Source: an optimization exercise on an open RTL-to-GDS flow (aim: a short achievable clock period and few clock cycles). Production flows keep margins and buffers that such runs may drop. In this exercise RTL edits were held to simulation tests only and were not proved equivalent to the original.

==> run a: inputs <==
// five_stage_cpu
module five_stage_cpu (
    input  logic clk,
    input  logic rst,
    output logic [xlen-1:0] instr_addr,
    input  logic [xlen-1:0] instr_data,
    output logic retire_valid,
    output logic [reg_addr_width-1:0] retire_rd,
    output logic [xlen-1:0] retire_data
);
export LEC_CHECK = 0
export CAP_MARGIN = 20
export CORE_MARGIN = 2
export CORE_UTILIZATION = 30
export PLACE_DENSITY = 0.5
export SETUP_SLACK_MARGIN = 3.4
export SLEW_MARGIN = 20
create_clock -name core_clock -period 6.0 [get_ports {clk}]
standard.sh (not shown) runs the stock make flow with config.mk's settings and CLKGATE_MAP_FILE= SYNTH_SCRIPT=/design/flow/synth_recipe.tcl, a recipe that flattens the netlist after the stock synthesis.
==> flow/flow/run.sh <==
#!/bin/bash
# The standard layout (standard.sh) with three synthesis changes:
# - Yosys's full-adder extraction is off, so ABC maps the adders itself;
# - ABC maps with the delay-oriented script in flow/abc_speed.script
#   (a copy of ORFS's scripts folder is made here with it in place);
# - the slow complex cells (stacked 3- and 4-input gates, majority) are added
#   to the platform's don't-use list, so neither ABC nor the resizer uses them.
# Registers are inferred before ABC runs, so they are the standard synthesis's.
set -euo pipefail
base="sky130_fd_sc_hd__lpflow_bleeder_1 sky130_fd_sc_hd__lpflow_clkbufkapwr_1 sky130_fd_sc_hd__lpflow_clkbufkapwr_16 sky130_fd_sc_hd__lpflow_clkbufkapwr_2 sky130_fd_sc_hd__lpflow_clkbufkapwr_4 sky130_fd_sc_hd__lpflow_clkbufkapwr_8 sky130_fd_sc_hd__lpflow_clkinvkapwr_1 sky130_fd_sc_hd__lpflow_clkinvkapwr_16 sky130_fd_sc_hd__lpflow_clkinvkapwr_2 sky130_fd_sc_hd__lpflow_clkinvkapwr_4 sky130_fd_sc_hd__lpflow_clkinvkapwr_8 sky130_fd_sc_hd__lpflow_decapkapwr_12 sky130_fd_sc_hd__lpflow_decapkapwr_3 sky130_fd_sc_hd__lpflow_decapkapwr_4 sky130_fd_sc_hd__lpflow_decapkapwr_6 sky130_fd_sc_hd__lpflow_decapkapwr_8 sky130_fd_sc_hd__lpflow_inputiso0n_1 sky130_fd_sc_hd__lpflow_inputiso0p_1 sky130_fd_sc_hd__lpflow_inputiso1n_1 sky130_fd_sc_hd__lpflow_inputiso1p_1 sky130_fd_sc_hd__lpflow_inputisolatch_1 sky130_fd_sc_hd__lpflow_isobufsrc_1 sky130_fd_sc_hd__lpflow_isobufsrc_16 sky130_fd_sc_hd__lpflow_isobufsrc_2 sky130_fd_sc_hd__lpflow_isobufsrc_4 sky130_fd_sc_hd__lpflow_isobufsrc_8 sky130_fd_sc_hd__lpflow_isobufsrckapwr_16 sky130_fd_sc_hd__lpflow_lsbuf_lh_hl_isowell_tap_1 sky130_fd_sc_hd__lpflow_lsbuf_lh_hl_isowell_tap_2 sky130_fd_sc_hd__lpflow_lsbuf_lh_hl_isowell_tap_4 sky130_fd_sc_hd__lpflow_lsbuf_lh_isowell_4 sky130_fd_sc_hd__lpflow_lsbuf_lh_isowell_tap_1 sky130_fd_sc_hd__lpflow_lsbuf_lh_isowell_tap_2 sky130_fd_sc_hd__lpflow_lsbuf_lh_isowell_tap_4 sky130_fd_sc_hd__probe_p_8 sky130_fd_sc_hd__probec_p_8 "
slow="sky130_fd_sc_hd__a2111o_1 sky130_fd_sc_hd__a2111o_2 sky130_fd_sc_hd__a2111o_4 sky130_fd_sc_hd__a2111oi_0 sky130_fd_sc_hd__a2111oi_1 sky130_fd_sc_hd__a2111oi_2 sky130_fd_sc_hd__a2111oi_4 sky130_fd_sc_hd__a221o_1 sky130_fd_sc_hd__a221o_2 sky130_fd_sc_hd__a221o_4 sky130_fd_sc_hd__a221oi_1 sky130_fd_sc_hd__a221oi_2 sky130_fd_sc_hd__a221oi_4 sky130_fd_sc_hd__a222oi_1 sky130_fd_sc_hd__a311o_1 sky130_fd_sc_hd__a311o_2 sky130_fd_sc_hd__a311o_4 sky130_fd_sc_hd__a311oi_1 sky130_fd_sc_hd__a311oi_2 sky130_fd_sc_hd__a311oi_4 sky130_fd_sc_hd__a31o_1 sky130_fd_sc_hd__a31o_2 sky130_fd_sc_hd__a31o_4 sky130_fd_sc_hd__a31oi_1 sky130_fd_sc_hd__a31oi_2 sky130_fd_sc_hd__a31oi_4 sky130_fd_sc_hd__a32o_1 sky130_fd_sc_hd__a32o_2 sky130_fd_sc_hd__a32o_4 sky130_fd_sc_hd__a32oi_1 sky130_fd_sc_hd__a32oi_2 sky130_fd_sc_hd__a32oi_4 sky130_fd_sc_hd__a41o_1 sky130_fd_sc_hd__a41o_2 sky130_fd_sc_hd__a41o_4 sky130_fd_sc_hd__a41oi_1 sky130_fd_sc_hd__a41oi_2 sky130_fd_sc_hd__a41oi_4 sky130_fd_sc_hd__and4_1 sky130_fd_sc_hd__and4_2 sky130_fd_sc_hd__and4_4 sky130_fd_sc_hd__and4b_1 sky130_fd_sc_hd__and4b_2 sky130_fd_sc_hd__and4b_4 sky130_fd_sc_hd__and4bb_1 sky130_fd_sc_hd__and4bb_2 sky130_fd_sc_hd__and4bb_4 sky130_fd_sc_hd__maj3_1 sky130_fd_sc_hd__maj3_2 sky130_fd_sc_hd__maj3_4 sky130_fd_sc_hd__nand4_1 sky130_fd_sc_hd__nand4_2 sky130_fd_sc_hd__nand4_4 sky130_fd_sc_hd__nand4b_1 sky130_fd_sc_hd__nand4b_2 sky130_fd_sc_hd__nand4b_4 sky130_fd_sc_hd__nand4bb_1 sky130_fd_sc_hd__nand4bb_2 sky130_fd_sc_hd__nand4bb_4 sky130_fd_sc_hd__nor3_1 sky130_fd_sc_hd__nor3_2 sky130_fd_sc_hd__nor3_4 sky130_fd_sc_hd__nor3b_1 sky130_fd_sc_hd__nor3b_2 sky130_fd_sc_hd__nor3b_4 sky130_fd_sc_hd__nor4_1 sky130_fd_sc_hd__nor4_2 sky130_fd_sc_hd__nor4_4 sky130_fd_sc_hd__nor4b_1 sky130_fd_sc_hd__nor4b_2 sky130_fd_sc_hd__nor4b_4 sky130_fd_sc_hd__nor4bb_1 sky130_fd_sc_hd__nor4bb_2 sky130_fd_sc_hd__nor4bb_4 sky130_fd_sc_hd__o2111a_1 sky130_fd_sc_hd__o2111a_2 sky130_fd_sc_hd__o2111a_4 sky130_fd_sc_hd__o2111ai_1 sky130_fd_sc_hd__o2111ai_2 sky130_fd_sc_hd__o2111ai_4 sky130_fd_sc_hd__o221a_1 sky130_fd_sc_hd__o221a_2 sky130_fd_sc_hd__o221a_4 sky130_fd_sc_hd__o221ai_1 sky130_fd_sc_hd__o221ai_2 sky130_fd_sc_hd__o221ai_4 sky130_fd_sc_hd__o311a_1 sky130_fd_sc_hd__o311a_2 sky130_fd_sc_hd__o311a_4 sky130_fd_sc_hd__o311ai_0 sky130_fd_sc_hd__o311ai_1 sky130_fd_sc_hd__o311ai_2 sky130_fd_sc_hd__o311ai_4 sky130_fd_sc_hd__o31a_1 sky130_fd_sc_hd__o31a_2 sky130_fd_sc_hd__o31a_4 sky130_fd_sc_hd__o31ai_1 sky130_fd_sc_hd__o31ai_2 sky130_fd_sc_hd__o31ai_4 sky130_fd_sc_hd__o32a_1 sky130_fd_sc_hd__o32a_2 sky130_fd_sc_hd__o32a_4 sky130_fd_sc_hd__o32ai_1 sky130_fd_sc_hd__o32ai_2 sky130_fd_sc_hd__o32ai_4 sky130_fd_sc_hd__o41a_1 sky130_fd_sc_hd__o41a_2 sky130_fd_sc_hd__o41a_4 sky130_fd_sc_hd__o41ai_1 sky130_fd_sc_hd__o41ai_2 sky130_fd_sc_hd__o41ai_4 sky130_fd_sc_hd__or3_1 sky130_fd_sc_hd__or3_2 sky130_fd_sc_hd__or3_4 sky130_fd_sc_hd__or3b_1 sky130_fd_sc_hd__or3b_2 sky130_fd_sc_hd__or3b_4 sky130_fd_sc_hd__or4_1 sky130_fd_sc_hd__or4_2 sky130_fd_sc_hd__or4_4 sky130_fd_sc_hd__or4b_1 sky130_fd_sc_hd__or4b_2 sky130_fd_sc_hd__or4b_4 sky130_fd_sc_hd__or4bb_1 sky130_fd_sc_hd__or4bb_2 sky130_fd_sc_hd__or4bb_4 "
rm -rf scripts_mod
cp -r "$FLOW_HOME/scripts" scripts_mod
cp flow/abc_speed.script scripts_mod/abc_speed.script
bash standard.sh ADDER_MAP_FILE= SCRIPTS_DIR="$PWD/scripts_mod" "DONT_USE_CELLS=$base $slow" finish > flow.log 2>&1
Other scripts of this flow, unchanged in this note and not shown: flow/flow/abc_speed.script
==> inputs of run b, as changes to run a <==
--- a/flow/design.v
+++ b/flow/design.v
@@ -207,17 +207,19 @@
     input  logic [xlen-1:0] read_data_2,
     input  logic [xlen-1:0] ex_sum,
     input  logic [xlen-1:0] ex_diff,
     input  logic [xlen-1:0] ex_rest,
     input  logic [sel_width-1:0] ex_sel,
-    input  logic [7:0] ex_result_fast,    
+    input  logic [7:0] ex_a,              
+    input  logic [7:0] ex_b,
     input  logic ex_slow,                 
+    input  logic ex_slt,                  
+    input  logic ex_less,                 
     input  logic [xlen-1:0] wb_data,
     output logic [xlen-1:0] operand_a,
     output logic [xlen-1:0] operand_b,
-    output logic [7:0] word_sel_hi,    
-    output logic [7:0] word_sel_lo,    
+    output logic [data_words-1:0] word_sel,    
     output logic [sel_width-1:0] sel,
     output logic write,
     output logic store,
     output logic [reg_addr_width-1:0] rd,
     output logic stall,    
@@ -295,17 +297,49 @@
     assign a_diff = a_from_ex && ex_sel[sel_sub];
     assign a_rest = a_from_ex && !ex_sel[sel_add] && !ex_sel[sel_sub];
     assign operand_a = ({xlen{a_sum}} & ex_sum) | ({xlen{a_diff}} & ex_diff)
                      | ({xlen{a_rest}} & ex_rest) | ({xlen{!a_from_ex}} & a_base);
     assign offset = fetch_offset;
-    assign base = fetch_base_from_ex ? ex_result_fast
-                : fetch_base_from_wb ? wb_data[7:0] : read_data_base;
-    assign address = base + offset;
+    logic [7:0] save_add;
+    logic [7:0] carry_add;
+    logic [7:0] b_inv;
+    logic [7:0] save_sub;
+    logic [7:0] carry_sub;
+    logic [7:0] logic_result;
+    logic [7:0] address_add;
+    logic [7:0] address_sub;
+    logic [7:0] address_logic;
+    logic [7:0] address_reg;
+    assign save_add = ex_a ^ ex_b ^ offset;
+    assign carry_add = {(ex_a[6:0] & ex_b[6:0]) | (ex_a[6:0] & offset[6:0]) | (ex_b[6:0] & offset[6:0]), 1'b0};
+    assign b_inv = ~ex_b;
+    assign save_sub = ex_a ^ b_inv ^ offset;
+    assign carry_sub = {(ex_a[6:0] & b_inv[6:0]) | (ex_a[6:0] & offset[6:0]) | (b_inv[6:0] & offset[6:0]), 1'b1};
+    assign logic_result = ({8{ex_sel[sel_xor]}} & (ex_a ^ ex_b))
+                        | ({8{ex_sel[sel_or]}} & (ex_a | ex_b))
+                        | ({8{ex_sel[sel_and]}} & (ex_a & ex_b));
+    assign address_add = save_add + carry_add;
+    assign address_sub = save_sub + carry_sub;
+    assign address_logic = logic_result + offset;
+    assign base = fetch_base_from_wb ? wb_data[7:0] : read_data_base;
+    assign address_reg = base + offset;
+    logic [7:0] address_plus1;
+    logic base_one;
+    assign address = !fetch_base_from_ex ? address_reg
+                   : ex_sel[sel_add] ? address_add
+                   : ex_sel[sel_sub] ? address_sub : address_logic;
+    assign address_plus1 = offset + 8'd1;
+    assign base_one = fetch_base_from_ex && ex_slt && ex_less;
+    logic [7:0] word_sel_hi;    
+    logic [7:0] word_sel_lo;    
     always_comb begin
         for (int i = 0; i < 8; i++) begin
-            word_sel_hi[i] = address[7:5] == 3'(i);
-            word_sel_lo[i] = address[4:2] == 3'(i);
+            word_sel_hi[i] = base_one ? address_plus1[7:5] == 3'(i) : address[7:5] == 3'(i);
+            word_sel_lo[i] = base_one ? address_plus1[4:2] == 3'(i) : address[4:2] == 3'(i);
+        end
+        for (int i = 0; i < data_words; i++) begin
+            word_sel[i] = word_sel_hi[i / 8] && word_sel_lo[i % 8];
         end
     end
     assign b_from_reg = is_reg || is_store;
     assign b_from_ex = fetch_b_from_ex;
     assign b_from_wb = fetch_b_from_wb;
@@ -333,59 +367,49 @@
     input  logic [xlen-1:0] load_data,
     output logic [xlen-1:0] result,
     output logic [xlen-1:0] sum,
     output logic [xlen-1:0] diff,
     output logic [xlen-1:0] rest,
-    output logic [7:0] result_fast,    
-    output logic slow
+    output logic slow,                 
+    output logic is_slt,
+    output logic less
 );
     logic [xlen-1:0] a;
     logic [xlen-1:0] b;
-    logic less;
     assign a = operand_a;
     assign b = operand_b;
     assign sum = a + b;
     assign diff = a - b;
     assign less = (a[xlen-1] != b[xlen-1]) ? a[xlen-1] : diff[xlen-1];
     assign rest = ({xlen{sel[sel_slt]}} & {{(xlen-1){1'b0}}, less})
                 | ({xlen{sel[sel_xor]}} & (a ^ b))
-                  | ({xlen{sel[sel_or]}} & (a | b))
-                  | ({xlen{sel[sel_and]}} & (a & b))
-                  | ({xlen{sel[sel_load]}} & load_data);
+                | ({xlen{sel[sel_or]}} & (a | b))
+                | ({xlen{sel[sel_and]}} & (a & b))
+                | ({xlen{sel[sel_load]}} & load_data);
     assign result = ({xlen{sel[sel_add]}} & sum) | ({xlen{sel[sel_sub]}} & diff) | rest;
-    assign result_fast = ({8{sel[sel_add]}} & sum[7:0])
-                       | ({8{sel[sel_sub]}} & diff[7:0])
-                       | ({8{sel[sel_xor]}} & (a[7:0] ^ b[7:0]))
-                       | ({8{sel[sel_or]}} & (a[7:0] | b[7:0]))
-                       | ({8{sel[sel_and]}} & (a[7:0] & b[7:0]));
-    assign slow = sel[sel_load] || sel[sel_slt];
+    assign slow = sel[sel_load];
+    assign is_slt = sel[sel_slt];
 endmodule
 `timescale 1ns/10ps
 import cpu_pkg::*;
 module memory_stage (
     input  logic clk,
-    input  logic [7:0] sel_hi,
-    input  logic [7:0] sel_lo,
+    input  logic [data_words-1:0] word_sel,
     input  logic store,
     input  logic [xlen-1:0] store_data,
     output logic [xlen-1:0] load_data
 );
     logic [xlen-1:0] ram [data_words];
     always_ff @(posedge clk) begin
         for (int i = 0; i < data_words; i++) begin
-            if (store && sel_hi[i / 8] && sel_lo[i % 8]) ram[i] <= store_data;
+            if (store && word_sel[i]) ram[i] <= store_data;
         end
     end
-    logic [xlen-1:0] group [8];
     always_comb begin
         load_data = '0;
-        for (int h = 0; h < 8; h++) begin
-            group[h] = '0;
-            for (int l = 0; l < 8; l++) begin
-                group[h] = group[h] | ({xlen{sel_lo[l]}} & ram[8 * h + l]);
-            end
-            load_data = load_data | ({xlen{sel_hi[h]}} & group[h]);
+        for (int i = 0; i < data_words; i++) begin
+            load_data = load_data | ({xlen{word_sel[i]}} & ram[i]);
         end
     end
 endmodule
 `timescale 1ns/10ps
 import cpu_pkg::*;
@@ -418,32 +442,31 @@
     logic d_b_from_ex;
     logic [xlen-1:0] read_data_1;
     logic [xlen-1:0] read_data_2;
     logic [xlen-1:0] d_operand_a;
     logic [xlen-1:0] d_operand_b;
-    logic [7:0] d_word_sel_hi;
-    logic [7:0] d_word_sel_lo;
+    logic [data_words-1:0] d_word_sel;
     logic [sel_width-1:0] d_sel;
     logic d_write;
     logic d_store;
     logic [reg_addr_width-1:0] d_rd;
     logic [xlen-1:0] ex_operand_a;
     logic [xlen-1:0] ex_operand_b;
-    logic [7:0] ex_word_sel_hi;
-    logic [7:0] ex_word_sel_lo;
+    logic [data_words-1:0] ex_word_sel;
     logic [sel_width-1:0] ex_sel;
     logic ex_write;
     logic ex_store;
     logic [reg_addr_width-1:0] ex_rd;
     logic [xlen-1:0] ex_store_data;   
     logic [xlen-1:0] load_data;
     logic [xlen-1:0] ex_result;
     logic [xlen-1:0] ex_sum;
     logic [xlen-1:0] ex_diff;
     logic [xlen-1:0] ex_rest;
-    logic [7:0] ex_result_fast;
     logic ex_slow;
+    logic ex_slt;
+    logic ex_less;
     logic [(2**reg_addr_width)-1:1] wb_enable;
     logic [xlen-1:0] wb_data;
     fetch_stage fetch_stage (
         .clk ( clk ),
         .rst ( rst ),
@@ -490,17 +513,19 @@
         .read_data_2 ( read_data_2 ),
         .ex_sum ( ex_sum ),
         .ex_diff ( ex_diff ),
         .ex_rest ( ex_rest ),
         .ex_sel ( ex_sel ),
-        .ex_result_fast ( ex_result_fast ),
+        .ex_a ( ex_operand_a[7:0] ),
+        .ex_b ( ex_operand_b[7:0] ),
         .ex_slow ( ex_slow ),
+        .ex_slt ( ex_slt ),
+        .ex_less ( ex_less ),
         .wb_data ( wb_data ),
         .operand_a ( d_operand_a ),
         .operand_b ( d_operand_b ),
-        .word_sel_hi ( d_word_sel_hi ),
-        .word_sel_lo ( d_word_sel_lo ),
+        .word_sel ( d_word_sel ),
         .sel ( d_sel ),
         .write ( d_write ),
         .store ( d_store ),
         .rd ( d_rd ),
         .stall ( stall ),
@@ -529,12 +554,11 @@
         end
     end
     always_ff @(posedge clk) begin
         ex_operand_a <= d_operand_a;
         ex_operand_b <= d_operand_b;
-        ex_word_sel_hi <= d_word_sel_hi;
-        ex_word_sel_lo <= d_word_sel_lo;
+        ex_word_sel <= d_word_sel;
         ex_sel <= d_sel;
         ex_rd <= d_rd;
         ex_store_data <= {xlen{d_store}} & d_operand_b;
     end
     execute_stage execute_stage (
@@ -544,17 +568,17 @@
         .load_data ( load_data ),
         .result ( ex_result ),
         .sum ( ex_sum ),
         .diff ( ex_diff ),
         .rest ( ex_rest ),
-        .result_fast ( ex_result_fast ),
-        .slow ( ex_slow )
+        .slow ( ex_slow ),
+        .is_slt ( ex_slt ),
+        .less ( ex_less )
     );
     memory_stage memory_stage (
         .clk ( clk ),
-        .sel_hi ( ex_word_sel_hi ),
-        .sel_lo ( ex_word_sel_lo ),
+        .word_sel ( ex_word_sel ),
         .store ( ex_store ),
         .store_data ( ex_store_data ),
         .load_data ( load_data )
     );
     always_ff @(posedge clk) begin
==> flow/config.mk (replaced) <==
export PLATFORM = sky130hd
export DESIGN_NAME = five_stage_cpu
export DESIGN_NICKNAME = five_stage_cpu
export VERILOG_FILES = /design/flow/design.v
export SDC_FILE = /design/flow/constraint.sdc
export NUM_CORES = 4
export LEC_CHECK = 0
export CAP_MARGIN = 20
export CORE_MARGIN = 2
export CORE_UTILIZATION = 35
export PLACE_DENSITY = 0.55
export SETUP_SLACK_MARGIN = 3.5
export SLEW_MARGIN = 20
==> inputs of run c, as changes to run a <==
--- a/flow/design.v
+++ b/flow/design.v
@@ -209,15 +209,16 @@
     input  logic [xlen-1:0] ex_diff,
     input  logic [xlen-1:0] ex_rest,
     input  logic [sel_width-1:0] ex_sel,
     input  logic [7:0] ex_result_fast,    
     input  logic ex_slow,                 
+    input  logic ex_slt,                  
+    input  logic ex_less,                 
     input  logic [xlen-1:0] wb_data,
     output logic [xlen-1:0] operand_a,
     output logic [xlen-1:0] operand_b,
-    output logic [7:0] word_sel_hi,    
-    output logic [7:0] word_sel_lo,    
+    output logic [data_words-1:0] word_sel,    
     output logic [sel_width-1:0] sel,
     output logic write,
     output logic store,
     output logic [reg_addr_width-1:0] rd,
     output logic stall,    
@@ -297,15 +298,24 @@
     assign operand_a = ({xlen{a_sum}} & ex_sum) | ({xlen{a_diff}} & ex_diff)
                      | ({xlen{a_rest}} & ex_rest) | ({xlen{!a_from_ex}} & a_base);
     assign offset = fetch_offset;
     assign base = fetch_base_from_ex ? ex_result_fast
                 : fetch_base_from_wb ? wb_data[7:0] : read_data_base;
+    logic [7:0] address_plus1;
+    logic base_one;
     assign address = base + offset;
+    assign address_plus1 = offset + 8'd1;
+    assign base_one = fetch_base_from_ex && ex_slt && ex_less;
+    logic [7:0] word_sel_hi;    
+    logic [7:0] word_sel_lo;    
     always_comb begin
         for (int i = 0; i < 8; i++) begin
-            word_sel_hi[i] = address[7:5] == 3'(i);
-            word_sel_lo[i] = address[4:2] == 3'(i);
+            word_sel_hi[i] = base_one ? address_plus1[7:5] == 3'(i) : address[7:5] == 3'(i);
+            word_sel_lo[i] = base_one ? address_plus1[4:2] == 3'(i) : address[4:2] == 3'(i);
+        end
+        for (int i = 0; i < data_words; i++) begin
+            word_sel[i] = word_sel_hi[i / 8] && word_sel_lo[i % 8];
         end
     end
     assign b_from_reg = is_reg || is_store;
     assign b_from_ex = fetch_b_from_ex;
     assign b_from_wb = fetch_b_from_wb;
@@ -334,15 +344,16 @@
     output logic [xlen-1:0] result,
     output logic [xlen-1:0] sum,
     output logic [xlen-1:0] diff,
     output logic [xlen-1:0] rest,
     output logic [7:0] result_fast,    
-    output logic slow
+    output logic slow,                 
+    output logic is_slt,
+    output logic less
 );
     logic [xlen-1:0] a;
     logic [xlen-1:0] b;
-    logic less;
     assign a = operand_a;
     assign b = operand_b;
     assign sum = a + b;
     assign diff = a - b;
     assign less = (a[xlen-1] != b[xlen-1]) ? a[xlen-1] : diff[xlen-1];
@@ -355,37 +366,32 @@
     assign result_fast = ({8{sel[sel_add]}} & sum[7:0])
                        | ({8{sel[sel_sub]}} & diff[7:0])
                        | ({8{sel[sel_xor]}} & (a[7:0] ^ b[7:0]))
                        | ({8{sel[sel_or]}} & (a[7:0] | b[7:0]))
                        | ({8{sel[sel_and]}} & (a[7:0] & b[7:0]));
-    assign slow = sel[sel_load] || sel[sel_slt];
+    assign slow = sel[sel_load];
+    assign is_slt = sel[sel_slt];
 endmodule
 `timescale 1ns/10ps
 import cpu_pkg::*;
 module memory_stage (
     input  logic clk,
-    input  logic [7:0] sel_hi,
-    input  logic [7:0] sel_lo,
+    input  logic [data_words-1:0] word_sel,
     input  logic store,
     input  logic [xlen-1:0] store_data,
     output logic [xlen-1:0] load_data
 );
     logic [xlen-1:0] ram [data_words];
     always_ff @(posedge clk) begin
         for (int i = 0; i < data_words; i++) begin
-            if (store && sel_hi[i / 8] && sel_lo[i % 8]) ram[i] <= store_data;
+            if (store && word_sel[i]) ram[i] <= store_data;
         end
     end
-    logic [xlen-1:0] group [8];
     always_comb begin
         load_data = '0;
-        for (int h = 0; h < 8; h++) begin
-            group[h] = '0;
-            for (int l = 0; l < 8; l++) begin
-                group[h] = group[h] | ({xlen{sel_lo[l]}} & ram[8 * h + l]);
-            end
-            load_data = load_data | ({xlen{sel_hi[h]}} & group[h]);
+        for (int i = 0; i < data_words; i++) begin
+            load_data = load_data | ({xlen{word_sel[i]}} & ram[i]);
         end
     end
 endmodule
 `timescale 1ns/10ps
 import cpu_pkg::*;
@@ -418,20 +424,18 @@
     logic d_b_from_ex;
     logic [xlen-1:0] read_data_1;
     logic [xlen-1:0] read_data_2;
     logic [xlen-1:0] d_operand_a;
     logic [xlen-1:0] d_operand_b;
-    logic [7:0] d_word_sel_hi;
-    logic [7:0] d_word_sel_lo;
+    logic [data_words-1:0] d_word_sel;
     logic [sel_width-1:0] d_sel;
     logic d_write;
     logic d_store;
     logic [reg_addr_width-1:0] d_rd;
     logic [xlen-1:0] ex_operand_a;
     logic [xlen-1:0] ex_operand_b;
-    logic [7:0] ex_word_sel_hi;
-    logic [7:0] ex_word_sel_lo;
+    logic [data_words-1:0] ex_word_sel;
     logic [sel_width-1:0] ex_sel;
     logic ex_write;
     logic ex_store;
     logic [reg_addr_width-1:0] ex_rd;
     logic [xlen-1:0] ex_store_data;   
@@ -440,10 +444,12 @@
     logic [xlen-1:0] ex_sum;
     logic [xlen-1:0] ex_diff;
     logic [xlen-1:0] ex_rest;
     logic [7:0] ex_result_fast;
     logic ex_slow;
+    logic ex_slt;
+    logic ex_less;
     logic [(2**reg_addr_width)-1:1] wb_enable;
     logic [xlen-1:0] wb_data;
     fetch_stage fetch_stage (
         .clk ( clk ),
         .rst ( rst ),
@@ -492,15 +498,16 @@
         .ex_diff ( ex_diff ),
         .ex_rest ( ex_rest ),
         .ex_sel ( ex_sel ),
         .ex_result_fast ( ex_result_fast ),
         .ex_slow ( ex_slow ),
+        .ex_slt ( ex_slt ),
+        .ex_less ( ex_less ),
         .wb_data ( wb_data ),
         .operand_a ( d_operand_a ),
         .operand_b ( d_operand_b ),
-        .word_sel_hi ( d_word_sel_hi ),
-        .word_sel_lo ( d_word_sel_lo ),
+        .word_sel ( d_word_sel ),
         .sel ( d_sel ),
         .write ( d_write ),
         .store ( d_store ),
         .rd ( d_rd ),
         .stall ( stall ),
@@ -529,12 +536,11 @@
         end
     end
     always_ff @(posedge clk) begin
         ex_operand_a <= d_operand_a;
         ex_operand_b <= d_operand_b;
-        ex_word_sel_hi <= d_word_sel_hi;
-        ex_word_sel_lo <= d_word_sel_lo;
+        ex_word_sel <= d_word_sel;
         ex_sel <= d_sel;
         ex_rd <= d_rd;
         ex_store_data <= {xlen{d_store}} & d_operand_b;
     end
     execute_stage execute_stage (
@@ -545,16 +551,17 @@
         .result ( ex_result ),
         .sum ( ex_sum ),
         .diff ( ex_diff ),
         .rest ( ex_rest ),
         .result_fast ( ex_result_fast ),
-        .slow ( ex_slow )
+        .slow ( ex_slow ),
+        .is_slt ( ex_slt ),
+        .less ( ex_less )
     );
     memory_stage memory_stage (
         .clk ( clk ),
-        .sel_hi ( ex_word_sel_hi ),
-        .sel_lo ( ex_word_sel_lo ),
+        .word_sel ( ex_word_sel ),
         .store ( ex_store ),
         .store_data ( ex_store_data ),
         .load_data ( load_data )
     );
     always_ff @(posedge clk) begin
==> flow/config.mk (replaced) <==
export PLATFORM = sky130hd
export DESIGN_NAME = five_stage_cpu
export DESIGN_NICKNAME = five_stage_cpu
export VERILOG_FILES = /design/flow/design.v
export SDC_FILE = /design/flow/constraint.sdc
export NUM_CORES = 4
export LEC_CHECK = 0
export CAP_MARGIN = 20
export CORE_MARGIN = 2
export CORE_UTILIZATION = 35
export PLACE_DENSITY = 0.55
export SETUP_SLACK_MARGIN = 3.5
export SLEW_MARGIN = 20
==> flow_metrics.env <==
export IMPL_outcome="no timing/DRC/antenna violations"
export IMPL_drt_initial_drc_count=16000
export IMPL_sh_seq_area_pct=50.3
export IMPL_wire_per_inst_um=30.4
export IMPL_path_buf_inv=4
export IMPL_dp_slack_ns=1.71
export IMPL_antenna_cells=13
export IMPL_grt_max_degree=169
export IMPL_largest_registers="memory_stage.ram x2048, register_file.regs x992, ex_word_sel x64"
That was run b.
==> flow_metrics.env <==
export IMPL_drt_initial_drc_count=14400
export IMPL_antenna_cells=16
export IMPL_path_buf_inv=4
export IMPL_grt_max_degree=196
export IMPL_sh_seq_area_pct=51.0
export IMPL_largest_registers="memory_stage.ram x2048, register_file.regs x992, ex_word_sel x64"
export IMPL_cts_root_buf="clkbuf_16"
export IMPL_dp_slack_ns=1.48
export IMPL_outcome="no timing/DRC/antenna violations"
That was run c.
==> flow_metrics.env <==
export IMPL_grt_max_degree=106
export IMPL_largest_registers="memory_stage.ram x2048, register_file.regs x992, writeback_register.payload_out x37"
export IMPL_outcome="no timing/DRC/antenna violations"
export IMPL_wire_per_inst_um=30.9
export IMPL_dp_slack_ns=1.24
export IMPL_drt_initial_drc_count=17300
export IMPL_path_buf_inv=3
export IMPL_globalplace_congestion=0.996
That was run a.
Testbench counts of run a, summed over its fixed seeds: cycles 16,169.
Testbench counts of run b, summed over its fixed seeds: cycles 16,113.
Testbench counts of run c, summed over its fixed seeds: cycles 16,113.

[port drivers added, routing unchanged]
No port has a modelled driver above. Below, the same layouts with a new extraction and two added sets of constraints.
Step 1: set_driving_cell puts a clkbuf_16 on clk and a buf_2 on each other input, an assumption about the parent block.
Step 2 times the ports against the registers' clock, not the clock port: input delays grow and output delays shrink by t, the midpoint of the rising clock arrivals with the driver on.
Three values: ideal, step 1, step 2; two values: the first two.
| run | shift t [ns] | slack for setup (ns) | worst register clock-pin slew, ns |
|---|---|---|---|
| run a | 1.094 | 2.674 / 2.674 / 2.428 | 0.08 / 0.08 |
| run b | 1.067 | 2.962 / 2.962 / 2.517 | 0.07 / 0.07 |
| run c | 1.058 | 2.780 / 2.780 / 2.573 | 0.07 / 0.07 |
After both steps every run listed still meets setup and hold. The setup slack of run b, which loses most, moves by 0.000 ns with the drivers and by -0.445 ns with both steps.
